Source: an optimization exercise on an open RTL-to-GDS flow (aim: small area, a short achievable clock period and few clock cycles per item). Production flows keep margins and buffers that such runs may drop.
Function was not checked in any run shown here: the RTL went through the layout flow alone.
Power figures rest on the tool's default switching activity, not on a simulated workload.

<file path="flow/flow/run.sh">
#!/bin/bash
# Layout flow: the standard ORFS flow (standard.sh) with two changes:
#  1. synthesis: the same script, except that Yosys's "synth -run fine:" step
#     gets -noabc, so the quick ABC pass there does not re-encode the adder
#     trees before extract_fa (it leaves fewer inverters around the fa/ha
#     cells); flops, hierarchy flattening and renaming are as in synth_recipe.tcl.
#  2. port buffers are sky130_fd_sc_hd__buf_2 instead of the delay cell that
#     buffer_ports picks by default.
# Each tool's output goes to the ORFS logs under orfs/logs; make's own output
# goes to flow_make.log here.
set -euo pipefail
here=$(pwd)
sed 's|^proc synth {args} { yosys synth -nofsm -noshare {\*}\$args }|proc synth {args} { if {[lsearch -exact $args fine:] >= 0} { lappend args -noabc }; yosys synth -nofsm -noshare {*}$args }|' synth_recipe.tcl > flow_synth.tcl
grep -q -- '-noabc' flow_synth.tcl
sed -e "s|SYNTH_SCRIPT=[^ ]*|SYNTH_SCRIPT=$here/flow_synth.tcl|" \
    -e 's|"\${@:-finish}"|BUFFER_PORTS_ARGS="-buffer_cell sky130_fd_sc_hd__buf_2" "${@:-finish}"|' standard.sh > flow_standard_mod.sh
grep -q flow_synth.tcl flow_standard_mod.sh
bash flow_standard_mod.sh > flow_make.log 2>&1
</file>
<file path="flow/standard.sh">
#!/bin/bash
# synth_recipe.tcl (not shown) runs the flow's synth.tcl, then flattens the netlist and writes it again
# the make line also repeats each setting of config.mk as NAME=value (left out here)
make -C /OpenROAD-flow-scripts/flow DESIGN_CONFIG=/design/flow/config.mk WORK_HOME=/design/flow/orfs CLKGATE_MAP_FILE= SYNTH_SCRIPT=/design/flow/synth_recipe.tcl "${@:-finish}"
</file>
<file path="flow/constraint.sdc">
create_clock -name core_clock -period 7.2 [get_ports {clock}]
set_input_delay 1.4400 -clock core_clock [delete_from_list [all_inputs] [get_ports {clock}]]
set_output_delay 1.4400 -clock core_clock [all_outputs]
set_load 0.01 [all_outputs]
</file>
<file path="flow/design.v">
`default_nettype none
package brm_pkg;
   localparam int IN_W      = 16;
   localparam int PRODUCT_W = 32;
   localparam int MAG_W     = 31;
   localparam int CFG_W     = 5;
   localparam logic [CFG_W-1:0] CFG_RESET = 5'd16;
   localparam logic [CFG_W-1:0] MIN_WIDTH = 5'd2;
   localparam int ROUNDS_PER_STAGE = 2;
endpackage
`default_nettype wire
`default_nettype none
module booth_radix2_multiplier_core #(
   parameter int MAX_WIDTH = 16
) (
   input  logic                      clock,
   input  logic                      reset,
   input  logic                          req_valid,
   output logic                          req_ready,
   input  logic [brm_pkg::IN_W-1:0]      req_multiplicand_bits,
   input  logic [brm_pkg::IN_W-1:0]      req_multiplier_bits,
   output logic                          rsp_valid,
   input  logic                          rsp_ready,
   output logic [brm_pkg::PRODUCT_W-1:0] rsp_product_bits,
   output logic                          rsp_negative,
   output logic [brm_pkg::MAG_W-1:0]     rsp_magnitude,
   input  logic                      csr_write_enable,
   input  logic [brm_pkg::CFG_W-1:0] csr_write_data
);
   logic [15:0] wm, wtop;
   logic [31:0] pmask;
   logic [3:0] nm1_ff;
   always_ff @(posedge clock) begin
      if (reset) begin
         nm1_ff <= 4'd15;
      end else if (csr_write_enable) begin
         nm1_ff <= (csr_write_data < 5'd2) ? 4'd1 : (csr_write_data > 5'd16) ? 4'd15 : 4'(csr_write_data - 5'd1);
      end
   end
   always_comb begin
      for (int i = 0; i < 16; i++) begin
         wm[i] = (4'(i) <= nm1_ff);
      end
   end
   assign wtop = wm & ~(wm >> 1);
   always_comb begin
      for (int i = 0; i < 16; i++) begin
         pmask[2*i]   = wm[i];
         pmask[2*i+1] = wm[i];
      end
   end
   logic        en;
   logic        req_sa, req_sb;
   logic [15:0] ax;
   logic [7:0] one;
   logic [7:0] two;
   logic [7:0] neg;
   logic ng;
   logic [15:0] ax_c;
   logic [15:0] bx_c;
   logic [7:0] one_c;
   logic [7:0] two_c;
   logic [7:0] neg_c;
   logic ng_c;
   logic sx_c;
   logic bl_c;
   assign req_sa = |(req_multiplicand_bits & wtop);
   assign req_sb = |(req_multiplier_bits & wtop);
   assign req_ready = en;
   logic        op_v;
   logic [15:0] ax_q;
   logic [7:0] one_q;
   logic [7:0] two_q;
   logic [7:0] neg_q;
   logic ng_q;
   always_ff @(posedge clock) begin
      if (reset) begin
         op_v <= 1'b0;
      end else if (en) begin
         op_v <= req_valid;
      end
   end
   always_ff @(posedge clock) begin
      if (en) begin
         ax_q <= ax_c;
         one_q <= one_c;
         two_q <= two_c;
         neg_q <= neg_c;
         ng_q <= ng_c;
      end
   end
   assign ax = ax_q;
   assign one = one_q;
   assign two = two_q;
   assign neg = neg_q;
   assign ng = ng_q;
   always_comb begin
      for (int j = 0; j < 16; j++) begin
         ax_c[j] = wm[j] ? req_multiplicand_bits[j] : req_sa;
         bx_c[j] = wm[j] ? req_multiplier_bits[j] : req_sb;
      end
      sx_c = req_sa ^ req_sb;
      ng_c = sx_c & (|(req_multiplicand_bits & wm)) & (|(req_multiplier_bits & wm));
      for (int i = 0; i < 8; i++) begin
         bl_c = (i == 0) ? 1'b0 : bx_c[2*i-1];
         one_c[i] = bx_c[2*i] ^ bl_c;
         two_c[i] = (bx_c[2*i+1] & ~bx_c[2*i] & ~bl_c) | (~bx_c[2*i+1] & bx_c[2*i] & bl_c);
         neg_c[i] = bx_c[2*i+1] ^ sx_c;
      end
   end
   wire pp1 = (one[0] & ax[0]) ^ neg[0];
   wire pp2 = ((one[0] & ax[1]) | (two[0] & ax[0])) ^ neg[0];
   wire pp3 = ((one[0] & ax[2]) | (two[0] & ax[1])) ^ neg[0];
   wire pp4 = ((one[0] & ax[3]) | (two[0] & ax[2])) ^ neg[0];
   wire pp5 = ((one[0] & ax[4]) | (two[0] & ax[3])) ^ neg[0];
   wire pp6 = ((one[0] & ax[5]) | (two[0] & ax[4])) ^ neg[0];
   wire pp7 = ((one[0] & ax[6]) | (two[0] & ax[5])) ^ neg[0];
   wire pp8 = ((one[0] & ax[7]) | (two[0] & ax[6])) ^ neg[0];
   wire pp9 = ((one[0] & ax[8]) | (two[0] & ax[7])) ^ neg[0];
   wire pp10 = ((one[0] & ax[9]) | (two[0] & ax[8])) ^ neg[0];
   wire pp11 = ((one[0] & ax[10]) | (two[0] & ax[9])) ^ neg[0];
   wire pp12 = ((one[0] & ax[11]) | (two[0] & ax[10])) ^ neg[0];
   wire pp13 = ((one[0] & ax[12]) | (two[0] & ax[11])) ^ neg[0];
   wire pp14 = ((one[0] & ax[13]) | (two[0] & ax[12])) ^ neg[0];
   wire pp15 = ((one[0] & ax[14]) | (two[0] & ax[13])) ^ neg[0];
   wire pp16 = ((one[0] & ax[15]) | (two[0] & ax[14])) ^ neg[0];
   wire pp17 = ((one[0] & ax[15]) | (two[0] & ax[15])) ^ neg[0];
   wire ns18 = ~pp17;
   wire u19 = one[0] & ax[0];
   wire un20 = u19 | neg[0];
   wire nu21 = ~u19;
   wire nun22 = ~un20;
   wire pp23 = (one[1] & ax[0]) ^ neg[1];
   wire pp24 = ((one[1] & ax[1]) | (two[1] & ax[0])) ^ neg[1];
   wire pp25 = ((one[1] & ax[2]) | (two[1] & ax[1])) ^ neg[1];
   wire pp26 = ((one[1] & ax[3]) | (two[1] & ax[2])) ^ neg[1];
   wire pp27 = ((one[1] & ax[4]) | (two[1] & ax[3])) ^ neg[1];
   wire pp28 = ((one[1] & ax[5]) | (two[1] & ax[4])) ^ neg[1];
   wire pp29 = ((one[1] & ax[6]) | (two[1] & ax[5])) ^ neg[1];
   wire pp30 = ((one[1] & ax[7]) | (two[1] & ax[6])) ^ neg[1];
   wire pp31 = ((one[1] & ax[8]) | (two[1] & ax[7])) ^ neg[1];
   wire pp32 = ((one[1] & ax[9]) | (two[1] & ax[8])) ^ neg[1];
   wire pp33 = ((one[1] & ax[10]) | (two[1] & ax[9])) ^ neg[1];
   wire pp34 = ((one[1] & ax[11]) | (two[1] & ax[10])) ^ neg[1];
   wire pp35 = ((one[1] & ax[12]) | (two[1] & ax[11])) ^ neg[1];
   wire pp36 = ((one[1] & ax[13]) | (two[1] & ax[12])) ^ neg[1];
   wire pp37 = ((one[1] & ax[14]) | (two[1] & ax[13])) ^ neg[1];
   wire pp38 = ((one[1] & ax[15]) | (two[1] & ax[14])) ^ neg[1];
   wire pp39 = ((one[1] & ax[15]) | (two[1] & ax[15])) ^ neg[1];
   wire ns40 = ~pp39;
   wire u41 = one[1] & ax[0];
   wire un42 = u41 | neg[1];
   wire nu43 = ~u41;
   wire nun44 = ~un42;
   wire pp45 = (one[2] & ax[0]) ^ neg[2];
   wire pp46 = ((one[2] & ax[1]) | (two[2] & ax[0])) ^ neg[2];
   wire pp47 = ((one[2] & ax[2]) | (two[2] & ax[1])) ^ neg[2];
   wire pp48 = ((one[2] & ax[3]) | (two[2] & ax[2])) ^ neg[2];
   wire pp49 = ((one[2] & ax[4]) | (two[2] & ax[3])) ^ neg[2];
   wire pp50 = ((one[2] & ax[5]) | (two[2] & ax[4])) ^ neg[2];
   wire pp51 = ((one[2] & ax[6]) | (two[2] & ax[5])) ^ neg[2];
   wire pp52 = ((one[2] & ax[7]) | (two[2] & ax[6])) ^ neg[2];
   wire pp53 = ((one[2] & ax[8]) | (two[2] & ax[7])) ^ neg[2];
   wire pp54 = ((one[2] & ax[9]) | (two[2] & ax[8])) ^ neg[2];
   wire pp55 = ((one[2] & ax[10]) | (two[2] & ax[9])) ^ neg[2];
   wire pp56 = ((one[2] & ax[11]) | (two[2] & ax[10])) ^ neg[2];
   wire pp57 = ((one[2] & ax[12]) | (two[2] & ax[11])) ^ neg[2];
   wire pp58 = ((one[2] & ax[13]) | (two[2] & ax[12])) ^ neg[2];
   wire pp59 = ((one[2] & ax[14]) | (two[2] & ax[13])) ^ neg[2];
   wire pp60 = ((one[2] & ax[15]) | (two[2] & ax[14])) ^ neg[2];
   wire pp61 = ((one[2] & ax[15]) | (two[2] & ax[15])) ^ neg[2];
   wire ns62 = ~pp61;
   wire u63 = one[2] & ax[0];
   wire un64 = u63 | neg[2];
   wire nu65 = ~u63;
   wire nun66 = ~un64;
   wire pp67 = (one[3] & ax[0]) ^ neg[3];
   wire pp68 = ((one[3] & ax[1]) | (two[3] & ax[0])) ^ neg[3];
   wire pp69 = ((one[3] & ax[2]) | (two[3] & ax[1])) ^ neg[3];
   wire pp70 = ((one[3] & ax[3]) | (two[3] & ax[2])) ^ neg[3];
   wire pp71 = ((one[3] & ax[4]) | (two[3] & ax[3])) ^ neg[3];
   wire pp72 = ((one[3] & ax[5]) | (two[3] & ax[4])) ^ neg[3];
   wire pp73 = ((one[3] & ax[6]) | (two[3] & ax[5])) ^ neg[3];
   wire pp74 = ((one[3] & ax[7]) | (two[3] & ax[6])) ^ neg[3];
   wire pp75 = ((one[3] & ax[8]) | (two[3] & ax[7])) ^ neg[3];
   wire pp76 = ((one[3] & ax[9]) | (two[3] & ax[8])) ^ neg[3];
   wire pp77 = ((one[3] & ax[10]) | (two[3] & ax[9])) ^ neg[3];
   wire pp78 = ((one[3] & ax[11]) | (two[3] & ax[10])) ^ neg[3];
   wire pp79 = ((one[3] & ax[12]) | (two[3] & ax[11])) ^ neg[3];
   wire pp80 = ((one[3] & ax[13]) | (two[3] & ax[12])) ^ neg[3];
   wire pp81 = ((one[3] & ax[14]) | (two[3] & ax[13])) ^ neg[3];
   wire pp82 = ((one[3] & ax[15]) | (two[3] & ax[14])) ^ neg[3];
   wire pp83 = ((one[3] & ax[15]) | (two[3] & ax[15])) ^ neg[3];
   wire ns84 = ~pp83;
   wire u85 = one[3] & ax[0];
   wire un86 = u85 | neg[3];
   wire nu87 = ~u85;
   wire nun88 = ~un86;
   wire pp89 = (one[4] & ax[0]) ^ neg[4];
   wire pp90 = ((one[4] & ax[1]) | (two[4] & ax[0])) ^ neg[4];
   wire pp91 = ((one[4] & ax[2]) | (two[4] & ax[1])) ^ neg[4];
   wire pp92 = ((one[4] & ax[3]) | (two[4] & ax[2])) ^ neg[4];
   wire pp93 = ((one[4] & ax[4]) | (two[4] & ax[3])) ^ neg[4];
   wire pp94 = ((one[4] & ax[5]) | (two[4] & ax[4])) ^ neg[4];
   wire pp95 = ((one[4] & ax[6]) | (two[4] & ax[5])) ^ neg[4];
   wire pp96 = ((one[4] & ax[7]) | (two[4] & ax[6])) ^ neg[4];
   wire pp97 = ((one[4] & ax[8]) | (two[4] & ax[7])) ^ neg[4];
   wire pp98 = ((one[4] & ax[9]) | (two[4] & ax[8])) ^ neg[4];
   wire pp99 = ((one[4] & ax[10]) | (two[4] & ax[9])) ^ neg[4];
   wire pp100 = ((one[4] & ax[11]) | (two[4] & ax[10])) ^ neg[4];
   wire pp101 = ((one[4] & ax[12]) | (two[4] & ax[11])) ^ neg[4];
   wire pp102 = ((one[4] & ax[13]) | (two[4] & ax[12])) ^ neg[4];
   wire pp103 = ((one[4] & ax[14]) | (two[4] & ax[13])) ^ neg[4];
   wire pp104 = ((one[4] & ax[15]) | (two[4] & ax[14])) ^ neg[4];
   wire pp105 = ((one[4] & ax[15]) | (two[4] & ax[15])) ^ neg[4];
   wire ns106 = ~pp105;
   wire u107 = one[4] & ax[0];
   wire un108 = u107 | neg[4];
   wire nu109 = ~u107;
   wire nun110 = ~un108;
   wire pp111 = (one[5] & ax[0]) ^ neg[5];
   wire pp112 = ((one[5] & ax[1]) | (two[5] & ax[0])) ^ neg[5];
   wire pp113 = ((one[5] & ax[2]) | (two[5] & ax[1])) ^ neg[5];
   wire pp114 = ((one[5] & ax[3]) | (two[5] & ax[2])) ^ neg[5];
   wire pp115 = ((one[5] & ax[4]) | (two[5] & ax[3])) ^ neg[5];
   wire pp116 = ((one[5] & ax[5]) | (two[5] & ax[4])) ^ neg[5];
   wire pp117 = ((one[5] & ax[6]) | (two[5] & ax[5])) ^ neg[5];
   wire pp118 = ((one[5] & ax[7]) | (two[5] & ax[6])) ^ neg[5];
   wire pp119 = ((one[5] & ax[8]) | (two[5] & ax[7])) ^ neg[5];
   wire pp120 = ((one[5] & ax[9]) | (two[5] & ax[8])) ^ neg[5];
   wire pp121 = ((one[5] & ax[10]) | (two[5] & ax[9])) ^ neg[5];
   wire pp122 = ((one[5] & ax[11]) | (two[5] & ax[10])) ^ neg[5];
   wire pp123 = ((one[5] & ax[12]) | (two[5] & ax[11])) ^ neg[5];
   wire pp124 = ((one[5] & ax[13]) | (two[5] & ax[12])) ^ neg[5];
   wire pp125 = ((one[5] & ax[14]) | (two[5] & ax[13])) ^ neg[5];
   wire pp126 = ((one[5] & ax[15]) | (two[5] & ax[14])) ^ neg[5];
   wire pp127 = ((one[5] & ax[15]) | (two[5] & ax[15])) ^ neg[5];
   wire ns128 = ~pp127;
   wire u129 = one[5] & ax[0];
   wire un130 = u129 | neg[5];
   wire nu131 = ~u129;
   wire nun132 = ~un130;
   wire pp133 = (one[6] & ax[0]) ^ neg[6];
   wire pp134 = ((one[6] & ax[1]) | (two[6] & ax[0])) ^ neg[6];
   wire pp135 = ((one[6] & ax[2]) | (two[6] & ax[1])) ^ neg[6];
   wire pp136 = ((one[6] & ax[3]) | (two[6] & ax[2])) ^ neg[6];
   wire pp137 = ((one[6] & ax[4]) | (two[6] & ax[3])) ^ neg[6];
   wire pp138 = ((one[6] & ax[5]) | (two[6] & ax[4])) ^ neg[6];
   wire pp139 = ((one[6] & ax[6]) | (two[6] & ax[5])) ^ neg[6];
   wire pp140 = ((one[6] & ax[7]) | (two[6] & ax[6])) ^ neg[6];
   wire pp141 = ((one[6] & ax[8]) | (two[6] & ax[7])) ^ neg[6];
   wire pp142 = ((one[6] & ax[9]) | (two[6] & ax[8])) ^ neg[6];
   wire pp143 = ((one[6] & ax[10]) | (two[6] & ax[9])) ^ neg[6];
   wire pp144 = ((one[6] & ax[11]) | (two[6] & ax[10])) ^ neg[6];
   wire pp145 = ((one[6] & ax[12]) | (two[6] & ax[11])) ^ neg[6];
   wire pp146 = ((one[6] & ax[13]) | (two[6] & ax[12])) ^ neg[6];
   wire pp147 = ((one[6] & ax[14]) | (two[6] & ax[13])) ^ neg[6];
   wire pp148 = ((one[6] & ax[15]) | (two[6] & ax[14])) ^ neg[6];
   wire pp149 = ((one[6] & ax[15]) | (two[6] & ax[15])) ^ neg[6];
   wire ns150 = ~pp149;
   wire u151 = one[6] & ax[0];
   wire un152 = u151 | neg[6];
   wire nu153 = ~u151;
   wire nun154 = ~un152;
   wire pp155 = (one[7] & ax[0]) ^ neg[7];
   wire pp156 = ((one[7] & ax[1]) | (two[7] & ax[0])) ^ neg[7];
   wire pp157 = ((one[7] & ax[2]) | (two[7] & ax[1])) ^ neg[7];
   wire pp158 = ((one[7] & ax[3]) | (two[7] & ax[2])) ^ neg[7];
   wire pp159 = ((one[7] & ax[4]) | (two[7] & ax[3])) ^ neg[7];
   wire pp160 = ((one[7] & ax[5]) | (two[7] & ax[4])) ^ neg[7];
   wire pp161 = ((one[7] & ax[6]) | (two[7] & ax[5])) ^ neg[7];
   wire pp162 = ((one[7] & ax[7]) | (two[7] & ax[6])) ^ neg[7];
   wire pp163 = ((one[7] & ax[8]) | (two[7] & ax[7])) ^ neg[7];
   wire pp164 = ((one[7] & ax[9]) | (two[7] & ax[8])) ^ neg[7];
   wire pp165 = ((one[7] & ax[10]) | (two[7] & ax[9])) ^ neg[7];
   wire pp166 = ((one[7] & ax[11]) | (two[7] & ax[10])) ^ neg[7];
   wire pp167 = ((one[7] & ax[12]) | (two[7] & ax[11])) ^ neg[7];
   wire pp168 = ((one[7] & ax[13]) | (two[7] & ax[12])) ^ neg[7];
   wire pp169 = ((one[7] & ax[14]) | (two[7] & ax[13])) ^ neg[7];
   wire pp170 = ((one[7] & ax[15]) | (two[7] & ax[14])) ^ neg[7];
   wire pp171 = ((one[7] & ax[15]) | (two[7] & ax[15])) ^ neg[7];
   wire ns172 = ~pp171;
   wire u173 = one[7] & ax[0];
   wire un174 = u173 | neg[7];
   wire nu175 = ~u173;
   wire nun176 = ~un174;
   wire s177 = pp11 ^ pp31;
   wire c178 = pp11 & pp31;
   wire s179 = pp12 ^ pp32 ^ pp52;
   wire c180 = (pp12 & pp32) | (pp52 & (pp12 ^ pp32));
   wire s181 = pp13 ^ pp33 ^ pp53;
   wire c182 = (pp13 & pp33) | (pp53 & (pp13 ^ pp33));
   wire s183 = pp73 ^ pp93;
   wire c184 = pp73 & pp93;
   wire s185 = pp14 ^ pp34 ^ pp54;
   wire c186 = (pp14 & pp34) | (pp54 & (pp14 ^ pp34));
   wire s187 = pp74 ^ pp94 ^ pp114;
   wire c188 = (pp74 & pp94) | (pp114 & (pp74 ^ pp94));
   wire s189 = pp15 ^ pp35 ^ pp55;
   wire c190 = (pp15 & pp35) | (pp55 & (pp15 ^ pp35));
   wire s191 = pp75 ^ pp95 ^ pp115;
   wire c192 = (pp75 & pp95) | (pp115 & (pp75 ^ pp95));
   wire s193 = pp135 ^ un152;
   wire c194 = pp135 & un152;
   wire s195 = pp16 ^ pp36 ^ pp56;
   wire c196 = (pp16 & pp36) | (pp56 & (pp16 ^ pp36));
   wire s197 = pp76 ^ pp96 ^ pp116;
   wire c198 = (pp76 & pp96) | (pp116 & (pp76 ^ pp96));
   wire s199 = pp136 ^ pp156 ^ nun176;
   wire c200 = (pp136 & pp156) | (nun176 & (pp136 ^ pp156));
   wire s201 = ns18 ^ pp37 ^ pp57;
   wire c202 = (ns18 & pp37) | (pp57 & (ns18 ^ pp37));
   wire s203 = pp77 ^ pp97 ^ pp117;
   wire c204 = (pp77 & pp97) | (pp117 & (pp77 ^ pp97));
   wire s205 = pp137 ^ pp157 ^ un174;
   wire c206 = (pp137 & pp157) | (un174 & (pp137 ^ pp157));
   wire s207 = pp38 ^ pp58 ^ pp78;
   wire c208 = (pp38 & pp58) | (pp78 & (pp38 ^ pp58));
   wire s209 = pp98 ^ pp118 ^ pp138;
   wire c210 = (pp98 & pp118) | (pp138 & (pp98 ^ pp118));
   wire s211 = pp158 ^ 1'b1;
   wire c212 = pp158 & 1'b1;
   wire s213 = ns40 ^ pp59 ^ pp79;
   wire c214 = (ns40 & pp59) | (pp79 & (ns40 ^ pp59));
   wire s215 = pp99 ^ pp119 ^ pp139;
   wire c216 = (pp99 & pp119) | (pp139 & (pp99 ^ pp119));
   wire s217 = pp60 ^ pp80 ^ pp100;
   wire c218 = (pp60 & pp80) | (pp100 & (pp60 ^ pp80));
   wire s219 = pp120 ^ pp140;
   wire c220 = pp120 & pp140;
   wire s221 = ns62 ^ pp81 ^ pp101;
   wire c222 = (ns62 & pp81) | (pp101 & (ns62 ^ pp81));
   wire s223 = pp82 ^ pp102;
   wire c224 = pp82 & pp102;
   wire s225 = pp7 ^ pp27;
   wire c226 = pp7 & pp27;
   wire s227 = pp8 ^ pp28 ^ pp48;
   wire c228 = (pp8 & pp28) | (pp48 & (pp8 ^ pp28));
   wire s229 = pp9 ^ pp29 ^ pp49;
   wire c230 = (pp9 & pp29) | (pp49 & (pp9 ^ pp29));
   wire s231 = pp69 ^ un86;
   wire c232 = pp69 & un86;
   wire s233 = pp10 ^ pp30 ^ pp50;
   wire c234 = (pp10 & pp30) | (pp50 & (pp10 ^ pp30));
   wire s235 = pp70 ^ pp90 ^ nun110;
   wire c236 = (pp70 & pp90) | (nun110 & (pp70 ^ pp90));
   wire s237 = s177 ^ pp51 ^ pp71;
   wire c238 = (s177 & pp51) | (pp71 & (s177 ^ pp51));
   wire s239 = pp91 ^ un108 ^ nu131;
   wire c240 = (pp91 & un108) | (nu131 & (pp91 ^ un108));
   wire s241 = s179 ^ pp72 ^ pp92;
   wire c242 = (s179 & pp72) | (pp92 & (s179 ^ pp72));
   wire s243 = pp112 ^ nun132 ^ c178;
   wire c244 = (pp112 & nun132) | (c178 & (pp112 ^ nun132));
   wire s245 = s181 ^ s183 ^ pp113;
   wire c246 = (s181 & s183) | (pp113 & (s181 ^ s183));
   wire s247 = un130 ^ nu153 ^ c180;
   wire c248 = (un130 & nu153) | (c180 & (un130 ^ nu153));
   wire s249 = s185 ^ s187 ^ pp134;
   wire c250 = (s185 & s187) | (pp134 & (s185 ^ s187));
   wire s251 = nun154 ^ c182 ^ c184;
   wire c252 = (nun154 & c182) | (c184 & (nun154 ^ c182));
   wire s253 = s189 ^ s191 ^ s193;
   wire c254 = (s189 & s191) | (s193 & (s189 ^ s191));
   wire s255 = nu175 ^ c186 ^ c188;
   wire c256 = (nu175 & c186) | (c188 & (nu175 ^ c186));
   wire s257 = s195 ^ s197 ^ s199;
   wire c258 = (s195 & s197) | (s199 & (s195 ^ s197));
   wire s259 = c190 ^ c192 ^ c194;
   wire c260 = (c190 & c192) | (c194 & (c190 ^ c192));
   wire s261 = s201 ^ s203 ^ s205;
   wire c262 = (s201 & s203) | (s205 & (s201 ^ s203));
   wire s263 = c196 ^ c198 ^ c200;
   wire c264 = (c196 & c198) | (c200 & (c196 ^ c198));
   wire s265 = s207 ^ s209 ^ s211;
   wire c266 = (s207 & s209) | (s211 & (s207 ^ s209));
   wire s267 = c202 ^ c204 ^ c206;
   wire c268 = (c202 & c204) | (c206 & (c202 ^ c204));
   wire s269 = s213 ^ s215 ^ pp159;
   wire c270 = (s213 & s215) | (pp159 & (s213 ^ s215));
   wire s271 = c208 ^ c210 ^ c212;
   wire c272 = (c208 & c210) | (c212 & (c208 ^ c210));
   wire s273 = s217 ^ s219 ^ pp160;
   wire c274 = (s217 & s219) | (pp160 & (s217 ^ s219));
   wire s275 = 1'b1 ^ c214 ^ c216;
   wire c276 = (1'b1 & c214) | (c216 & (1'b1 ^ c214));
   wire s277 = s221 ^ pp121 ^ pp141;
   wire c278 = (s221 & pp121) | (pp141 & (s221 ^ pp121));
   wire s279 = pp161 ^ c218 ^ c220;
   wire c280 = (pp161 & c218) | (c220 & (pp161 ^ c218));
   wire s281 = s223 ^ pp122 ^ pp142;
   wire c282 = (s223 & pp122) | (pp142 & (s223 ^ pp122));
   wire s283 = pp162 ^ 1'b1 ^ c222;
   wire c284 = (pp162 & 1'b1) | (c222 & (pp162 ^ 1'b1));
   wire s285 = ns84 ^ pp103 ^ pp123;
   wire c286 = (ns84 & pp103) | (pp123 & (ns84 ^ pp103));
   wire s287 = pp143 ^ pp163 ^ c224;
   wire c288 = (pp143 & pp163) | (c224 & (pp143 ^ pp163));
   wire s289 = pp104 ^ pp124 ^ pp144;
   wire c290 = (pp104 & pp124) | (pp144 & (pp104 ^ pp124));
   wire s291 = pp164 ^ 1'b1;
   wire c292 = pp164 & 1'b1;
   wire s293 = ns106 ^ pp125 ^ pp145;
   wire c294 = (ns106 & pp125) | (pp145 & (ns106 ^ pp125));
   wire s295 = pp126 ^ pp146;
   wire c296 = pp126 & pp146;
   wire s297 = pp5 ^ pp25;
   wire c298 = pp5 & pp25;
   wire s299 = pp6 ^ pp26 ^ pp46;
   wire c300 = (pp6 & pp26) | (pp46 & (pp6 ^ pp26));
   wire s301 = s225 ^ pp47 ^ un64;
   wire c302 = (s225 & pp47) | (un64 & (s225 ^ pp47));
   wire s303 = s227 ^ pp68 ^ nun88;
   wire c304 = (s227 & pp68) | (nun88 & (s227 ^ pp68));
   wire s305 = s229 ^ s231 ^ nu109;
   wire c306 = (s229 & s231) | (nu109 & (s229 ^ s231));
   wire s307 = s233 ^ s235 ^ c230;
   wire c308 = (s233 & s235) | (c230 & (s233 ^ s235));
   wire s309 = s237 ^ s239 ^ c234;
   wire c310 = (s237 & s239) | (c234 & (s237 ^ s239));
   wire s311 = s241 ^ s243 ^ c238;
   wire c312 = (s241 & s243) | (c238 & (s241 ^ s243));
   wire s313 = s245 ^ s247 ^ c242;
   wire c314 = (s245 & s247) | (c242 & (s245 ^ s247));
   wire s315 = s249 ^ s251 ^ c246;
   wire c316 = (s249 & s251) | (c246 & (s249 ^ s251));
   wire s317 = s253 ^ s255 ^ c250;
   wire c318 = (s253 & s255) | (c250 & (s253 ^ s255));
   wire s319 = s257 ^ s259 ^ c254;
   wire c320 = (s257 & s259) | (c254 & (s257 ^ s259));
   wire s321 = s261 ^ s263 ^ c258;
   wire c322 = (s261 & s263) | (c258 & (s261 ^ s263));
   wire s323 = s265 ^ s267 ^ c262;
   wire c324 = (s265 & s267) | (c262 & (s265 ^ s267));
   wire s325 = s269 ^ s271 ^ c266;
   wire c326 = (s269 & s271) | (c266 & (s269 ^ s271));
   wire s327 = s273 ^ s275 ^ c270;
   wire c328 = (s273 & s275) | (c270 & (s273 ^ s275));
   wire s329 = s277 ^ s279 ^ c274;
   wire c330 = (s277 & s279) | (c274 & (s277 ^ s279));
   wire s331 = s281 ^ s283 ^ c278;
   wire c332 = (s281 & s283) | (c278 & (s281 ^ s283));
   wire s333 = s285 ^ s287 ^ c282;
   wire c334 = (s285 & s287) | (c282 & (s285 ^ s287));
   wire s335 = s289 ^ s291 ^ c286;
   wire c336 = (s289 & s291) | (c286 & (s289 ^ s291));
   wire s337 = s293 ^ pp165 ^ c290;
   wire c338 = (s293 & pp165) | (c290 & (s293 ^ pp165));
   wire s339 = s295 ^ pp166 ^ 1'b1;
   wire c340 = (s295 & pp166) | (1'b1 & (s295 ^ pp166));
   wire s341 = ns128 ^ pp147 ^ pp167;
   wire c342 = (ns128 & pp147) | (pp167 & (ns128 ^ pp147));
   wire s343 = pp148 ^ pp168;
   wire c344 = pp148 & pp168;
   wire s345 = pp3 ^ un20;
   wire c346 = pp3 & un20;
   wire s347 = pp4 ^ pp24 ^ nun44;
   wire c348 = (pp4 & pp24) | (nun44 & (pp4 ^ pp24));
   wire s349 = s297 ^ un42 ^ nu65;
   wire c350 = (s297 & un42) | (nu65 & (s297 ^ un42));
   wire s351 = s299 ^ nun66 ^ c298;
   wire c352 = (s299 & nun66) | (c298 & (s299 ^ nun66));
   wire s353 = s301 ^ nu87 ^ c300;
   wire c354 = (s301 & nu87) | (c300 & (s301 ^ nu87));
   wire s355 = s303 ^ c226 ^ c302;
   wire c356 = (s303 & c226) | (c302 & (s303 ^ c226));
   wire s357 = s305 ^ c228 ^ c304;
   wire c358 = (s305 & c228) | (c304 & (s305 ^ c228));
   wire s359 = s307 ^ c232 ^ c306;
   wire c360 = (s307 & c232) | (c306 & (s307 ^ c232));
   wire s361 = s309 ^ c236 ^ c308;
   wire c362 = (s309 & c236) | (c308 & (s309 ^ c236));
   wire s363 = s311 ^ c240 ^ c310;
   wire c364 = (s311 & c240) | (c310 & (s311 ^ c240));
   wire s365 = s313 ^ c244 ^ c312;
   wire c366 = (s313 & c244) | (c312 & (s313 ^ c244));
   wire s367 = s315 ^ c248 ^ c314;
   wire c368 = (s315 & c248) | (c314 & (s315 ^ c248));
   wire s369 = s317 ^ c252 ^ c316;
   wire c370 = (s317 & c252) | (c316 & (s317 ^ c252));
   wire s371 = s319 ^ c256 ^ c318;
   wire c372 = (s319 & c256) | (c318 & (s319 ^ c256));
   wire s373 = s321 ^ c260 ^ c320;
   wire c374 = (s321 & c260) | (c320 & (s321 ^ c260));
   wire s375 = s323 ^ c264 ^ c322;
   wire c376 = (s323 & c264) | (c322 & (s323 ^ c264));
   wire s377 = s325 ^ c268 ^ c324;
   wire c378 = (s325 & c268) | (c324 & (s325 ^ c268));
   wire s379 = s327 ^ c272 ^ c326;
   wire c380 = (s327 & c272) | (c326 & (s327 ^ c272));
   wire s381 = s329 ^ c276 ^ c328;
   wire c382 = (s329 & c276) | (c328 & (s329 ^ c276));
   wire s383 = s331 ^ c280 ^ c330;
   wire c384 = (s331 & c280) | (c330 & (s331 ^ c280));
   wire s385 = s333 ^ c284 ^ c332;
   wire c386 = (s333 & c284) | (c332 & (s333 ^ c284));
   wire s387 = s335 ^ c288 ^ c334;
   wire c388 = (s335 & c288) | (c334 & (s335 ^ c288));
   wire s389 = s337 ^ c292 ^ c336;
   wire c390 = (s337 & c292) | (c336 & (s337 ^ c292));
   wire s391 = s339 ^ c294 ^ c338;
   wire c392 = (s339 & c294) | (c338 & (s339 ^ c294));
   wire s393 = s341 ^ c296 ^ c340;
   wire c394 = (s341 & c296) | (c340 & (s341 ^ c296));
   wire s395 = s343 ^ 1'b1 ^ c342;
   wire c396 = (s343 & 1'b1) | (c342 & (s343 ^ 1'b1));
   wire s397 = ns150 ^ pp169 ^ c344;
   wire c398 = (ns150 & pp169) | (c344 & (ns150 ^ pp169));
   wire s399 = pp170 ^ 1'b1;
   wire c400 = pp170 & 1'b1;
   wire p401 = mid_1 ^ mid_2;
   wire g402 = mid_1 & mid_2;
   wire p403 = mid_3 ^ mid_4;
   wire g404 = mid_3 & mid_4;
   wire p405 = mid_5 ^ mid_6;
   wire g406 = mid_5 & mid_6;
   wire p407 = mid_7 ^ mid_8;
   wire g408 = mid_7 & mid_8;
   wire p409 = mid_9 ^ mid_10;
   wire g410 = mid_9 & mid_10;
   wire p411 = mid_11 ^ mid_12;
   wire g412 = mid_11 & mid_12;
   wire p413 = mid_13 ^ mid_14;
   wire g414 = mid_13 & mid_14;
   wire p415 = mid_15 ^ mid_16;
   wire g416 = mid_15 & mid_16;
   wire p417 = mid_17 ^ mid_18;
   wire g418 = mid_17 & mid_18;
   wire p419 = mid_19 ^ mid_20;
   wire g420 = mid_19 & mid_20;
   wire p421 = mid_21 ^ mid_22;
   wire g422 = mid_21 & mid_22;
   wire p423 = mid_23 ^ mid_24;
   wire g424 = mid_23 & mid_24;
   wire p425 = mid_25 ^ mid_26;
   wire g426 = mid_25 & mid_26;
   wire p427 = mid_27 ^ mid_28;
   wire g428 = mid_27 & mid_28;
   wire p429 = mid_29 ^ mid_30;
   wire g430 = mid_29 & mid_30;
   wire p431 = mid_31 ^ mid_32;
   wire g432 = mid_31 & mid_32;
   wire p433 = mid_33 ^ mid_34;
   wire g434 = mid_33 & mid_34;
   wire p435 = mid_35 ^ mid_36;
   wire g436 = mid_35 & mid_36;
   wire p437 = mid_37 ^ mid_38;
   wire g438 = mid_37 & mid_38;
   wire p439 = mid_39 ^ mid_40;
   wire g440 = mid_39 & mid_40;
   wire p441 = mid_41 ^ mid_42;
   wire g442 = mid_41 & mid_42;
   wire p443 = mid_43 ^ mid_44;
   wire g444 = mid_43 & mid_44;
   wire p445 = mid_45 ^ mid_46;
   wire g446 = mid_45 & mid_46;
   wire p447 = mid_47 ^ mid_48;
   wire g448 = mid_47 & mid_48;
   wire p449 = mid_49 ^ mid_50;
   wire g450 = mid_49 & mid_50;
   wire p451 = mid_51 ^ mid_52;
   wire g452 = mid_51 & mid_52;
   wire p453 = mid_53 ^ mid_54;
   wire g454 = mid_53 & mid_54;
   wire p455 = mid_55 ^ mid_56;
   wire g456 = mid_55 & mid_56;
   wire p457 = mid_57 ^ mid_58;
   wire g458 = mid_57 & mid_58;
   wire p459 = mid_59 ^ mid_60;
   wire g460 = mid_59 & mid_60;
   wire T461 = p401 & mid_0;
   wire G462 = g406 | (p405 & g404);
   wire T463 = p405 & p403;
   wire G464 = g410 | (p409 & g408);
   wire T465 = p409 & p407;
   wire G466 = g414 | (p413 & g412);
   wire T467 = p413 & p411;
   wire G468 = g418 | (p417 & g416);
   wire T469 = p417 & p415;
   wire G470 = g422 | (p421 & g420);
   wire T471 = p421 & p419;
   wire G472 = g426 | (p425 & g424);
   wire T473 = p425 & p423;
   wire G474 = g430 | (p429 & g428);
   wire T475 = p429 & p427;
   wire G476 = g434 | (p433 & g432);
   wire T477 = p433 & p431;
   wire G478 = g438 | (p437 & g436);
   wire T479 = p437 & p435;
   wire G480 = g442 | (p441 & g440);
   wire T481 = p441 & p439;
   wire G482 = g446 | (p445 & g444);
   wire T483 = p445 & p443;
   wire G484 = g450 | (p449 & g448);
   wire T485 = p449 & p447;
   wire G486 = g454 | (p453 & g452);
   wire T487 = p453 & p451;
   wire G488 = g458 | (p457 & g456);
   wire T489 = p457 & p455;
   wire G490 = 1'b1 & g460;
   wire T491 = 1'b1 & p459;
   wire G492 = g404 | (p403 & g402);
   wire T493 = p403 & T461;
   wire G494 = G462 | (T463 & g402);
   wire T495 = T463 & T461;
   wire G496 = g412 | (p411 & G464);
   wire T497 = p411 & T465;
   wire G498 = G466 | (T467 & G464);
   wire T499 = T467 & T465;
   wire G500 = g420 | (p419 & G468);
   wire T501 = p419 & T469;
   wire G502 = G470 | (T471 & G468);
   wire T503 = T471 & T469;
   wire G504 = g428 | (p427 & G472);
   wire T505 = p427 & T473;
   wire G506 = G474 | (T475 & G472);
   wire T507 = T475 & T473;
   wire G508 = g436 | (p435 & G476);
   wire T509 = p435 & T477;
   wire G510 = G478 | (T479 & G476);
   wire T511 = T479 & T477;
   wire G512 = g444 | (p443 & G480);
   wire T513 = p443 & T481;
   wire G514 = G482 | (T483 & G480);
   wire T515 = T483 & T481;
   wire G516 = g452 | (p451 & G484);
   wire T517 = p451 & T485;
   wire G518 = G486 | (T487 & G484);
   wire T519 = T487 & T485;
   wire G520 = g460 | (p459 & G488);
   wire T521 = p459 & T489;
   wire G522 = G490 | (T491 & G488);
   wire T523 = T491 & T489;
   wire G524 = g408 | (p407 & G494);
   wire T525 = p407 & T495;
   wire G526 = G464 | (T465 & G494);
   wire T527 = T465 & T495;
   wire G528 = G496 | (T497 & G494);
   wire T529 = T497 & T495;
   wire G530 = G498 | (T499 & G494);
   wire T531 = T499 & T495;
   wire G532 = g424 | (p423 & G502);
   wire T533 = p423 & T503;
   wire G534 = G472 | (T473 & G502);
   wire T535 = T473 & T503;
   wire G536 = G504 | (T505 & G502);
   wire T537 = T505 & T503;
   wire G538 = G506 | (T507 & G502);
   wire T539 = T507 & T503;
   wire G540 = g440 | (p439 & G510);
   wire T541 = p439 & T511;
   wire G542 = G480 | (T481 & G510);
   wire T543 = T481 & T511;
   wire G544 = G512 | (T513 & G510);
   wire T545 = T513 & T511;
   wire G546 = G514 | (T515 & G510);
   wire T547 = T515 & T511;
   wire G548 = g456 | (p455 & G518);
   wire T549 = p455 & T519;
   wire G550 = G488 | (T489 & G518);
   wire T551 = T489 & T519;
   wire G552 = G520 | (T521 & G518);
   wire T553 = T521 & T519;
   wire G554 = G522 | (T523 & G518);
   wire T555 = T523 & T519;
   wire G556 = g416 | (p415 & G530);
   wire T557 = p415 & T531;
   wire G558 = G468 | (T469 & G530);
   wire T559 = T469 & T531;
   wire G560 = G500 | (T501 & G530);
   wire T561 = T501 & T531;
   wire G562 = G502 | (T503 & G530);
   wire T563 = T503 & T531;
   wire G564 = G532 | (T533 & G530);
   wire T565 = T533 & T531;
   wire G566 = G534 | (T535 & G530);
   wire T567 = T535 & T531;
   wire G568 = G536 | (T537 & G530);
   wire T569 = T537 & T531;
   wire G570 = G538 | (T539 & G530);
   wire T571 = T539 & T531;
   wire G572 = g448 | (p447 & G546);
   wire T573 = p447 & T547;
   wire G574 = G484 | (T485 & G546);
   wire T575 = T485 & T547;
   wire G576 = G516 | (T517 & G546);
   wire T577 = T517 & T547;
   wire G578 = G518 | (T519 & G546);
   wire T579 = T519 & T547;
   wire G580 = G548 | (T549 & G546);
   wire T581 = T549 & T547;
   wire G582 = G550 | (T551 & G546);
   wire T583 = T551 & T547;
   wire G584 = G552 | (T553 & G546);
   wire T585 = T553 & T547;
   wire G586 = G554 | (T555 & G546);
   wire T587 = T555 & T547;
   wire G588 = g432 | (p431 & G570);
   wire T589 = p431 & T571;
   wire G590 = G476 | (T477 & G570);
   wire T591 = T477 & T571;
   wire G592 = G508 | (T509 & G570);
   wire T593 = T509 & T571;
   wire G594 = G510 | (T511 & G570);
   wire T595 = T511 & T571;
   wire G596 = G540 | (T541 & G570);
   wire T597 = T541 & T571;
   wire G598 = G542 | (T543 & G570);
   wire T599 = T543 & T571;
   wire G600 = G544 | (T545 & G570);
   wire T601 = T545 & T571;
   wire G602 = G546 | (T547 & G570);
   wire T603 = T547 & T571;
   wire G604 = G572 | (T573 & G570);
   wire T605 = T573 & T571;
   wire G606 = G574 | (T575 & G570);
   wire T607 = T575 & T571;
   wire G608 = G576 | (T577 & G570);
   wire T609 = T577 & T571;
   wire G610 = G578 | (T579 & G570);
   wire T611 = T579 & T571;
   wire G612 = G580 | (T581 & G570);
   wire T613 = T581 & T571;
   wire G614 = G582 | (T583 & G570);
   wire T615 = T583 & T571;
   wire G616 = G584 | (T585 & G570);
   wire T617 = T585 & T571;
   wire G618 = G586 | (T587 & G570);
   wire T619 = T587 & T571;
   logic mid_v;
   logic mid_0;
   logic mid_1;
   logic mid_2;
   logic mid_3;
   logic mid_4;
   logic mid_5;
   logic mid_6;
   logic mid_7;
   logic mid_8;
   logic mid_9;
   logic mid_10;
   logic mid_11;
   logic mid_12;
   logic mid_13;
   logic mid_14;
   logic mid_15;
   logic mid_16;
   logic mid_17;
   logic mid_18;
   logic mid_19;
   logic mid_20;
   logic mid_21;
   logic mid_22;
   logic mid_23;
   logic mid_24;
   logic mid_25;
   logic mid_26;
   logic mid_27;
   logic mid_28;
   logic mid_29;
   logic mid_30;
   logic mid_31;
   logic mid_32;
   logic mid_33;
   logic mid_34;
   logic mid_35;
   logic mid_36;
   logic mid_37;
   logic mid_38;
   logic mid_39;
   logic mid_40;
   logic mid_41;
   logic mid_42;
   logic mid_43;
   logic mid_44;
   logic mid_45;
   logic mid_46;
   logic mid_47;
   logic mid_48;
   logic mid_49;
   logic mid_50;
   logic mid_51;
   logic mid_52;
   logic mid_53;
   logic mid_54;
   logic mid_55;
   logic mid_56;
   logic mid_57;
   logic mid_58;
   logic mid_59;
   logic mid_60;
   logic mid_61;
   always_ff @(posedge clock) begin
      if (reset) begin
         mid_v <= 1'b0;
      end else if (en) begin
         mid_v <= op_v;
      end
   end
   always_ff @(posedge clock) begin
      if (en) begin
         mid_0 <= nu21;
         mid_1 <= pp2;
         mid_2 <= nun22;
         mid_3 <= s345;
         mid_4 <= nu43;
         mid_5 <= s347;
         mid_6 <= c346;
         mid_7 <= s349;
         mid_8 <= c348;
         mid_9 <= s351;
         mid_10 <= c350;
         mid_11 <= s353;
         mid_12 <= c352;
         mid_13 <= s355;
         mid_14 <= c354;
         mid_15 <= s357;
         mid_16 <= c356;
         mid_17 <= s359;
         mid_18 <= c358;
         mid_19 <= s361;
         mid_20 <= c360;
         mid_21 <= s363;
         mid_22 <= c362;
         mid_23 <= s365;
         mid_24 <= c364;
         mid_25 <= s367;
         mid_26 <= c366;
         mid_27 <= s369;
         mid_28 <= c368;
         mid_29 <= s371;
         mid_30 <= c370;
         mid_31 <= s373;
         mid_32 <= c372;
         mid_33 <= s375;
         mid_34 <= c374;
         mid_35 <= s377;
         mid_36 <= c376;
         mid_37 <= s379;
         mid_38 <= c378;
         mid_39 <= s381;
         mid_40 <= c380;
         mid_41 <= s383;
         mid_42 <= c382;
         mid_43 <= s385;
         mid_44 <= c384;
         mid_45 <= s387;
         mid_46 <= c386;
         mid_47 <= s389;
         mid_48 <= c388;
         mid_49 <= s391;
         mid_50 <= c390;
         mid_51 <= s393;
         mid_52 <= c392;
         mid_53 <= s395;
         mid_54 <= c394;
         mid_55 <= s397;
         mid_56 <= c396;
         mid_57 <= s399;
         mid_58 <= c398;
         mid_59 <= ns172;
         mid_60 <= c400;
         mid_61 <= ng;
      end
   end
   logic [31:0] prod_w;
   logic [30:0] mag_w;
   assign prod_w = {(mid_61 ? ~(1'b1 ^ G616) : (1'b1 ^ (G616 | T617))), (mid_61 ? ~(p459 ^ G614) : (p459 ^ (G614 | T615))), (mid_61 ? ~(p457 ^ G612) : (p457 ^ (G612 | T613))), (mid_61 ? ~(p455 ^ G610) : (p455 ^ (G610 | T611))), (mid_61 ? ~(p453 ^ G608) : (p453 ^ (G608 | T609))), (mid_61 ? ~(p451 ^ G606) : (p451 ^ (G606 | T607))), (mid_61 ? ~(p449 ^ G604) : (p449 ^ (G604 | T605))), (mid_61 ? ~(p447 ^ G602) : (p447 ^ (G602 | T603))), (mid_61 ? ~(p445 ^ G600) : (p445 ^ (G600 | T601))), (mid_61 ? ~(p443 ^ G598) : (p443 ^ (G598 | T599))), (mid_61 ? ~(p441 ^ G596) : (p441 ^ (G596 | T597))), (mid_61 ? ~(p439 ^ G594) : (p439 ^ (G594 | T595))), (mid_61 ? ~(p437 ^ G592) : (p437 ^ (G592 | T593))), (mid_61 ? ~(p435 ^ G590) : (p435 ^ (G590 | T591))), (mid_61 ? ~(p433 ^ G588) : (p433 ^ (G588 | T589))), (mid_61 ? ~(p431 ^ G570) : (p431 ^ (G570 | T571))), (mid_61 ? ~(p429 ^ G568) : (p429 ^ (G568 | T569))), (mid_61 ? ~(p427 ^ G566) : (p427 ^ (G566 | T567))), (mid_61 ? ~(p425 ^ G564) : (p425 ^ (G564 | T565))), (mid_61 ? ~(p423 ^ G562) : (p423 ^ (G562 | T563))), (mid_61 ? ~(p421 ^ G560) : (p421 ^ (G560 | T561))), (mid_61 ? ~(p419 ^ G558) : (p419 ^ (G558 | T559))), (mid_61 ? ~(p417 ^ G556) : (p417 ^ (G556 | T557))), (mid_61 ? ~(p415 ^ G530) : (p415 ^ (G530 | T531))), (mid_61 ? ~(p413 ^ G528) : (p413 ^ (G528 | T529))), (mid_61 ? ~(p411 ^ G526) : (p411 ^ (G526 | T527))), (mid_61 ? ~(p409 ^ G524) : (p409 ^ (G524 | T525))), (mid_61 ? ~(p407 ^ G494) : (p407 ^ (G494 | T495))), (mid_61 ? ~(p405 ^ G492) : (p405 ^ (G492 | T493))), (mid_61 ? ~(p403 ^ g402) : (p403 ^ (g402 | T461))), (mid_61 ? ~(p401 ^ 1'b0) : (p401 ^ (1'b0 | mid_0))), (mid_61 ? ~mid_0 : ~mid_0)} & pmask;
   assign mag_w  = {(p459 ^ (G614 | T615)), (p457 ^ (G612 | T613)), (p455 ^ (G610 | T611)), (p453 ^ (G608 | T609)), (p451 ^ (G606 | T607)), (p449 ^ (G604 | T605)), (p447 ^ (G602 | T603)), (p445 ^ (G600 | T601)), (p443 ^ (G598 | T599)), (p441 ^ (G596 | T597)), (p439 ^ (G594 | T595)), (p437 ^ (G592 | T593)), (p435 ^ (G590 | T591)), (p433 ^ (G588 | T589)), (p431 ^ (G570 | T571)), (p429 ^ (G568 | T569)), (p427 ^ (G566 | T567)), (p425 ^ (G564 | T565)), (p423 ^ (G562 | T563)), (p421 ^ (G560 | T561)), (p419 ^ (G558 | T559)), (p417 ^ (G556 | T557)), (p415 ^ (G530 | T531)), (p413 ^ (G528 | T529)), (p411 ^ (G526 | T527)), (p409 ^ (G524 | T525)), (p407 ^ (G494 | T495)), (p405 ^ (G492 | T493)), (p403 ^ (g402 | T461)), (p401 ^ (1'b0 | mid_0)), ~mid_0};
   logic        out_v;
   logic [31:0] prod_ff;
   logic [29:1] mag_ff;
   logic        neg_ff;
   assign en = rsp_ready;
   always_ff @(posedge clock) begin
      if (reset) begin
         out_v <= 1'b0;
      end else if (en) begin
         out_v <= mid_v;
      end
   end
   always_ff @(posedge clock) begin
      if (en) begin
         prod_ff <= prod_w;
         mag_ff  <= mag_w[29:1];
         neg_ff  <= mid_61;
      end
   end
   assign rsp_valid        = out_v;
   assign rsp_product_bits = prod_ff;
   assign rsp_magnitude    = {prod_ff[30] & ~neg_ff, mag_ff, prod_ff[0]};
   assign rsp_negative     = neg_ff;
endmodule
`default_nettype wire
</file>
<file path="flow/config.mk">
export PLATFORM = sky130hd
export DESIGN_NAME = booth_radix2_multiplier_core
export DESIGN_NICKNAME = booth_radix2_multiplier_core
export VERILOG_FILES = /design/flow/design.v
export SDC_FILE = /design/flow/constraint.sdc
export NUM_CORES = 4
export LEC_CHECK = 0
export ABC_CLOCK_PERIOD_IN_PS = 3000
export CAP_MARGIN = 20
export CORE_MARGIN = 2
export CORE_UTILIZATION = 40
export CTS_BUF_LIST = sky130_fd_sc_hd__clkbuf_8
export PLACE_DENSITY = 0.6
export SETUP_SLACK_MARGIN = 4.2
export SLEW_MARGIN = 20
</file>
==> reports/results.txt, run 1 <==
Slew @ Worst Pin - 990 ps
Most frequent cells in the layout - 165 x edfxtp_1, 130 x xnor2_1, 104 x buf_2, 103 x buf_4, 72 x inv_1
Slowest cell on the critical path - edfxtp_1
Clock insertion delay at the later pin of the skew report - 510 ps
Synth warn - 1
Mapped Cells - 1309
Bufs on Longest Clock Path - 2
Layout cells sized above 1 - 31.1%
Worst EP arrival - 3570 ps
Vias per inst - 5.54
IO Pins - 108
DR pass1 iterations - 5
GR Overflow Total - 0
Syn_nets - 1497
Setup violators final - 0
Layout Nets - 1666
Largest net degree at the start of global routing - 72
Top-area cell type share of the netlist area - 35.6%
Number of buffers created by CTS - 17
Most common cell after layout, fill and taps aside - edfxtp_1
Worst R2R Setup Slack - 3880 ps
Fillers - 3009
Crit Path Class - reg2reg
Final Hold Violating Endpoints - 0
Fin. max-slew vios - 0
Hold path endpoint - mid_61$_DFFE_PP_
Die W - 191 um
CP Capture Type - register
Antenna Cells - 0
RSZ-0062 raised after global routing - yes
Clock slew seen by the registers of the worst setup and hold paths - 90 ps
Worst IR Drop VDD - 0.000225 V
Finished Cell Area - 17400 um^2
Ys async rst share - 0%
Wirelength per Cell - 20.0 um
# H-tree levels - 4
Power Dens Cells - 500 nW/um^2
EDFF count, synth - 165
Top FF cell, synth - edfxtp_1
Netlist Area Pre-Place - 13900 um^2
Number of global-route vias before repair - 10590
Headroom to the max-slew limit - 33.6%
Synth Register Bits - 172
Min-Delay Path Class - reg2reg
Max Cap Viol - 0
Min-delay src - ng_q$_DFFE_PP_
Iter 0 DRT Violations - 939
Drt drc - 0
HPWL after DPL - 26400 um
Reg2reg start - ax_q[15]$_DFFE_PP_
Clock Sinks - 172
Crit path top cell by count - fa_2
Core Region - 34500 um^2
Register Area - 5100 um^2
Reg2Reg Depth - 9
Initial Utilization - 40.4%
Fin crit period - 3320 ps
Yosys cell types - 68
Ranking of synthesized cells by area - edfxtp_1 36%, fa_1 14%, xnor2_1 9.1%
Gr usage total - 21.4%
Detail Route Antenna Nets - 0
Sequential fraction of the synthesis area - 36.6%
F_max - 301 MHz
Critical path data required time - 7450 ps
Fin crit share - 46.1%
Cell Area, Placed - 15000 um^2
Initial antenna violation count - 0
Clock Tree Root - clkbuf_8
Status - timing/DRC/antenna clean
CTS tree - built
Leak - 6.76 nW
Crit path cell chain - buf_4 > buf_6 > o21ai_4 > xnor2_2 > fa_1 > inv_2 > fa_2 > fa_2 > fa_2
Footprint of the multi-input gates - 8830 um^2
Row count - 68
Worst path max stage delay - 570 ps
Setup TNS - 0 ps
Crit path max fanout - 6
Area delta synth->final - 24.9%
Worst reg2reg endpoint - mid_39$_DFFE_PP_
Setup crit start kind - register
Die area - 36300 um^2
Syn Area/Cell - 10.6 um^2
Setup crit start - ax_q[15]$_DFFE_PP_
Routability cong. - 0.828
Synth area leader - edfxtp_1
Total number of vias - 10780
Setup Skew - 18.7 ps
Die H - 191 um
Final WL - 39000 um
Number of port buffers - 107
First-pass GRT wire length - 59600 um
Hold Path Depth - 0
==> worst max-delay path, delay by kind of cell, from the launching register on <==
kind | cells | cell delay, ps
fa+ha+maj | 4 | 1970
compound gates | 1 | 50
buf+inv | 3 | 320
flops | 1 | 570
xor+xnor | 1 | 150
==> repair_timing <==
item,in CTS,in global routing
pin swaps,35,44
resized for setup,52,64
hold buffers,0,0
buffers inserted,127,12
endpoints found under the setup margin,70,62
cloned,1,1
hold endpoints to repair,0,0
==> synthesized netlist by cell type, types with 8 or more instances <==
| library cell | number |
|---|---|
| a22oi_1 | 122 |
| and2_1 | 14 |
| nor2_1 | 70 |
| nand3_1 | 15 |
| mux2i_1 | 27 |
| clkbuf_1 | 91 |
| nor3_1 | 22 |
| fa_1 | 99 |
| edfxtp_1 | 165 |
| xor2_1 | 42 |
| o21ai_0 | 43 |
| a21oi_1 | 68 |
| mux2_2 | 8 |
| ha_1 | 47 |
| or3_1 | 9 |
| a211oi_1 | 10 |
| xnor2_1 | 145 |
| nand2b_1 | 12 |
| nand2_1 | 66 |
| inv_1 | 76 |
| buf_1 | 10 |
| o21a_1 | 12 |
| a21o_1 | 15 |
==> through the flow <==
step | cells | util [%] | hold slack (ps) | total power, W | worst slack, ps
final | 1946 | 50.5 | 429 | 0.00871 | 3880
after CTS | 1933 | 49.2 | 426 | 0.00855 | 3850
after global placement | 1773 | 43.5 | 405 | 0.00733 | 3150
after global routing | 1946 | 50.5 | 447 | 0.00957 | 3870
after detailed placement | 1773 | 43.5 | 405 | 0.00747 | 3130
after floorplan | 1309 | - | 400 | 0.00610 | 3930
==> how the worst max path moves through the flow <==
stage / to / cells after the start
2_1_floorplan: two_q[6]$_DFFE_PP_ / 7
3_3_place_gp: two_q[6]$_DFFE_PP_ / 8
3_5_place_dp: two_q[6]$_DFFE_PP_ / 8
4_1_cts: req_ready / 2
5_1_grt: mid_21$_DFFE_PP_ / 8
6_report: mid_39$_DFFE_PP_ / 9
==> layer usage <==
metal / track usage [%] / share of wire (%)
met1: 29.6 / 44
met2: 32.1 / 45
met3: 6.33 / 9.4
met4: 6.98 / 2.1
met5: 0 / 0
==> logic make-up (layout without fill, tap and decap cells) <==
family,Yosys count,after routing,synth area share [%]
AO/OA/AOI/OAI,333,333,16.3
AND/OR/NAND/NOR,244,244,8.30
XOR/XNOR,188,188,11.9
buffers and inverters,187,369,5.26
flip-flops,172,172,36.6
adder cells (fa/ha/maj),146,146,18.4
multiplexers,39,39,3.23
==> power by group <==
part           leakage (nW)  switching [W]  internal [W]
logic                  4.88        0.00322       0.00266
clock network         0.198       0.000377      0.000342
registers              1.68       0.000135       0.00198
total                  6.76        0.00373       0.00497
==> registers in the layout, indices dropped and copies added, names as in the netlist, 4 cells and up <==
name	cells
prod_ff	32
two_q	8
neg_q	8
one_q	8
mag_ff	29
nm1_ff	4
ax_q	16
==> cell type report <==
cell class                      count  share of cell area [%]
Sequential cell                   172                    29.3
Inverter                           76                    1.64
Clock inverter                     15                   0.992
Timing Repair Buffer              261                    12.7
Clock buffer                       17                    1.34
Tap cell                          455                    3.27
Multi-Input combinational cell    950                    50.8
==> inputs of run 2 (changes only) <==
--- a/flow/config.mk
+++ b/flow/config.mk
@@ -5,11 +5,11 @@
 export SDC_FILE = /design/flow/constraint.sdc
 export NUM_CORES = 4
 export LEC_CHECK = 0
-export ABC_CLOCK_PERIOD_IN_PS = 3000
+export ABC_CLOCK_PERIOD_IN_PS = 3300
 export CAP_MARGIN = 20
 export CORE_MARGIN = 2
 export CORE_UTILIZATION = 40
 export CTS_BUF_LIST = sky130_fd_sc_hd__clkbuf_8
 export PLACE_DENSITY = 0.6
-export SETUP_SLACK_MARGIN = 4.2
+export SETUP_SLACK_MARGIN = 3.9
 export SLEW_MARGIN = 20
==> reports/results.txt, run 2 <==
Detail Route Antenna Nets - 0
Fin. max-slew vios - 0
Synth warn - 1
Bufs on Longest Clock Path - 2
Clock Tree Root - clkbuf_8
# H-tree levels - 4
Max Cap Viol - 0
Leak - 6.43 nW
Core Region - 34500 um^2
Total number of vias - 10658
RSZ-0062 raised after global routing - yes
Power Dens Cells - 511 nW/um^2
Pre-CTS setup slack - 3270 ps
Iter 0 DRT Violations - 1053
Ranking of synthesized cells by area - edfxtp_1 36%, fa_1 14%, xnor2_1 9.1%
Drt drc - 0
Clock insertion delay at the later pin of the skew report - 470 ps
Fin crit share - 46.2%
CTS tree - built
Die W - 191 um
Most common cell in the netlist - edfxtp_1
Status - timing/DRC/antenna clean
Total Power - 0.00834 W
Final worst slack - 3870 ps
CP Capture Type - register
Final WL - 37800 um
Setup crit start kind - register
Sw power - 0.00364 W
Row count - 68
Critical path data required time - 7420 ps
Worst IR Drop VDD - 0.000250 V
Most common cell after layout, fill and taps aside - edfxtp_1
IO Pins - 108
Crit path max fanout - 5
Top FF cell, synth - edfxtp_1
Switching Share - 43.7%
Largest net degree at the start of global routing - 74
Antenna Cells - 0
Number of port buffers - 107
Sequential power share - 25.2%
Yosys cell types - 68
Netlist Area Pre-Place - 13900 um^2
Layout cells sized above 1 - 21.8%
Area delta synth->final - 17.3%
Headroom to the max-slew limit - 35.4%
Number of global-route vias before repair - 10385
Vias per inst - 5.56
Clock slew seen by the registers of the worst setup and hold paths - 100 ps
Syn Area/Cell - 10.6 um^2
Setup Skew - 21.1 ps
Syn_nets - 1497
HPWL after DPL - 27000 um
Ys async rst share - 0%
Crit Path Class - reg2reg
Sequential fraction of the synthesis area - 36.6%
Hold Path Depth - 0
Gr usage total - 21.1%
Final Hold Violating Endpoints - 0
Slew @ Worst Pin - 963 ps
Internal Pwr Total - 0.00470 W
Top-area cell type share of the netlist area - 35.6%
Synth top cells by count - 165 x edfxtp_1, 145 x xnor2_1, 122 x a22oi_1
Fin crit period - 3330 ps
Regs by FF count - prod_ff x32, mag_ff x29, ax_q x16
Clock power share - 7.4%
Synth area leader - edfxtp_1
Combinational Power Share - 67.4%
Most frequent cells in the layout - 165 x edfxtp_1, 143 x xnor2_1, 110 x a22oi_1, 106 x buf_2, 99 x buf_4
Initial Utilization - 40.4%
GR Overflow Total - 0
Number of buffers created by CTS - 17
Setup TNS - 0 ps
EDFF count, synth - 165
Routability cong. - 0.888
First-pass GRT wire length - 59000 um
Reg2Reg Depth - 7
Largest reg by FF count - prod_ff
DR pass1 iterations - 5
Wirelength per Cell - 19.7 um
Hold buffers post-CTS - 0
Layout Nets - 1636
Die H - 191 um
Max reg flops - 32
F_max - 301 MHz
Worst EP arrival - 3550 ps
Die area - 36300 um^2
Clock Sinks - 172
Min-Delay Path Class - reg2reg
Setup violators final - 0
Mapped Cells - 1309
Initial antenna violation count - 1
Synth Register Bits - 172
## run 2: cell counts after synthesis
No cell type changed its count.
## run 2: critical path, stage by stage, from the launching register on
cell	delay (ps)
edfxtp_1	510
buf_4	180
a22oi_1	200
xnor2_1	140
fa_1	590
fa_2	460
fa_2	560
fa_2	450
## run 2: path summary, 6_finish.rpt
check	startpoint	end	slack, ps
min reg2reg	ng_q$_DFFE_PP_	mid_61$_DFFE_PP_	440
max	one_q[6]$_DFFE_PP_	mid_35$_DFFE_PP_	3870
max reg2reg	one_q[6]$_DFFE_PP_	mid_35$_DFFE_PP_	3870
min	ng_q$_DFFE_PP_	mid_61$_DFFE_PP_	440
## run 2: kinds of logic after synthesis
| family | after synthesis | synth area share, % |
|---|---|---|
| AO/OA/AOI/OAI | 333 | 16.3 |
| AND/OR/NAND/NOR | 244 | 8.30 |
| XOR/XNOR | 188 | 11.9 |
| buffers and inverters | 187 | 5.26 |
| flip-flops | 172 | 36.6 |
| adder cells (fa/ha/maj) | 146 | 18.4 |
| multiplexers | 39 | 3.23 |
## run 2: through the flow
stage	instances	hold WS, ps	util, %	area, um^2
floorplan	1309	400	-	13900
global placement	1774	409	42.7	14700
detailed placement	1774	410	42.7	14700
CTS	1904	444	46.8	16100
global route	1916	468	47.4	16300
finish	1916	444	47.4	16300
## run 2: power by group through the flow
stage | Combinational (W) | Clock (W) | Sequential (W)
after floorplan | 0.00376 | 0 | 0.00219
after global placement | 0.00506 | 0 | 0.00227
after detailed placement | 0.00517 | 0 | 0.00228
after CTS | 0.00548 | 0.000634 | 0.00211
after global routing | 0.00636 | 0.000682 | 0.00214
final | 0.00562 | 0.000618 | 0.00210
## run 2: per-layer routing
metal / track usage [%] / wire (um) / up-vias
li1: - / - / 4935
met1: 29.2 / 16700 / 5217
met2: 34.1 / 17700 / 452
met3: 3.33 / 2370 / 54
met4: 6.80 / 991 / 0
met5: 0 / 0 / -
## run 2: final cells by class
| cell class | instances | area (um^2) |
|---|---|---|
| multi-input combinational | 950 | 8240 |
| clock buffer | 17 | 234 |
| inverter | 76 | 285 |
| fill | 3129 | 18100 |
| sequential | 172 | 5090 |
| timing repair buffer | 231 | 1800 |
| clock inverter | 15 | 116 |
| tap | 455 | 569 |
## run 2: timing repair
item / in CTS / in global routing
pin swaps: 4 / 38
cloned: 1 / 0
buffers inserted: 97 / 12
gates resized for setup: 8 / 30
endpoints found under the setup margin: 32 / 27

[separate check: timing with driven ports]
The results above use ideal ports. As a check the final layouts listed here were re-extracted and re-timed, cells and wires unchanged.
Step 1 (the two cells are an assumption about what drives the block):
set clk [get_ports {clock}]
set_driving_cell -lib_cell sky130_fd_sc_hd__clkbuf_16 $clk
set_driving_cell -lib_cell sky130_fd_sc_hd__buf_2 [delete_from_list [all_inputs] $clk]
Step 2, shift: input delay + t, output delay - t, t = (earliest + latest rising clock arrival at the registers) / 2. This alone moves slack from input paths to output paths.
a / b / c = no drivers / after step 1 / after step 2; a / b = the first two.
run	t, ns	setup WS [ns]	worst hold slack (ns)	worst setup path at the end	pins driven straight from the clock port
run 1	0.546	3.880 / 3.719 / 3.713	0.429 / 0.429 / 0.429	input to register	1
run 2	0.506	3.875 / 3.772 / 3.578	0.444 / 0.444 / 0.444	input to register	1
After both steps every run listed still meets setup and hold. For run 2, which loses most, drivers alone change the setup slack by -0.103 ns; drivers and shift together by -0.297 ns.
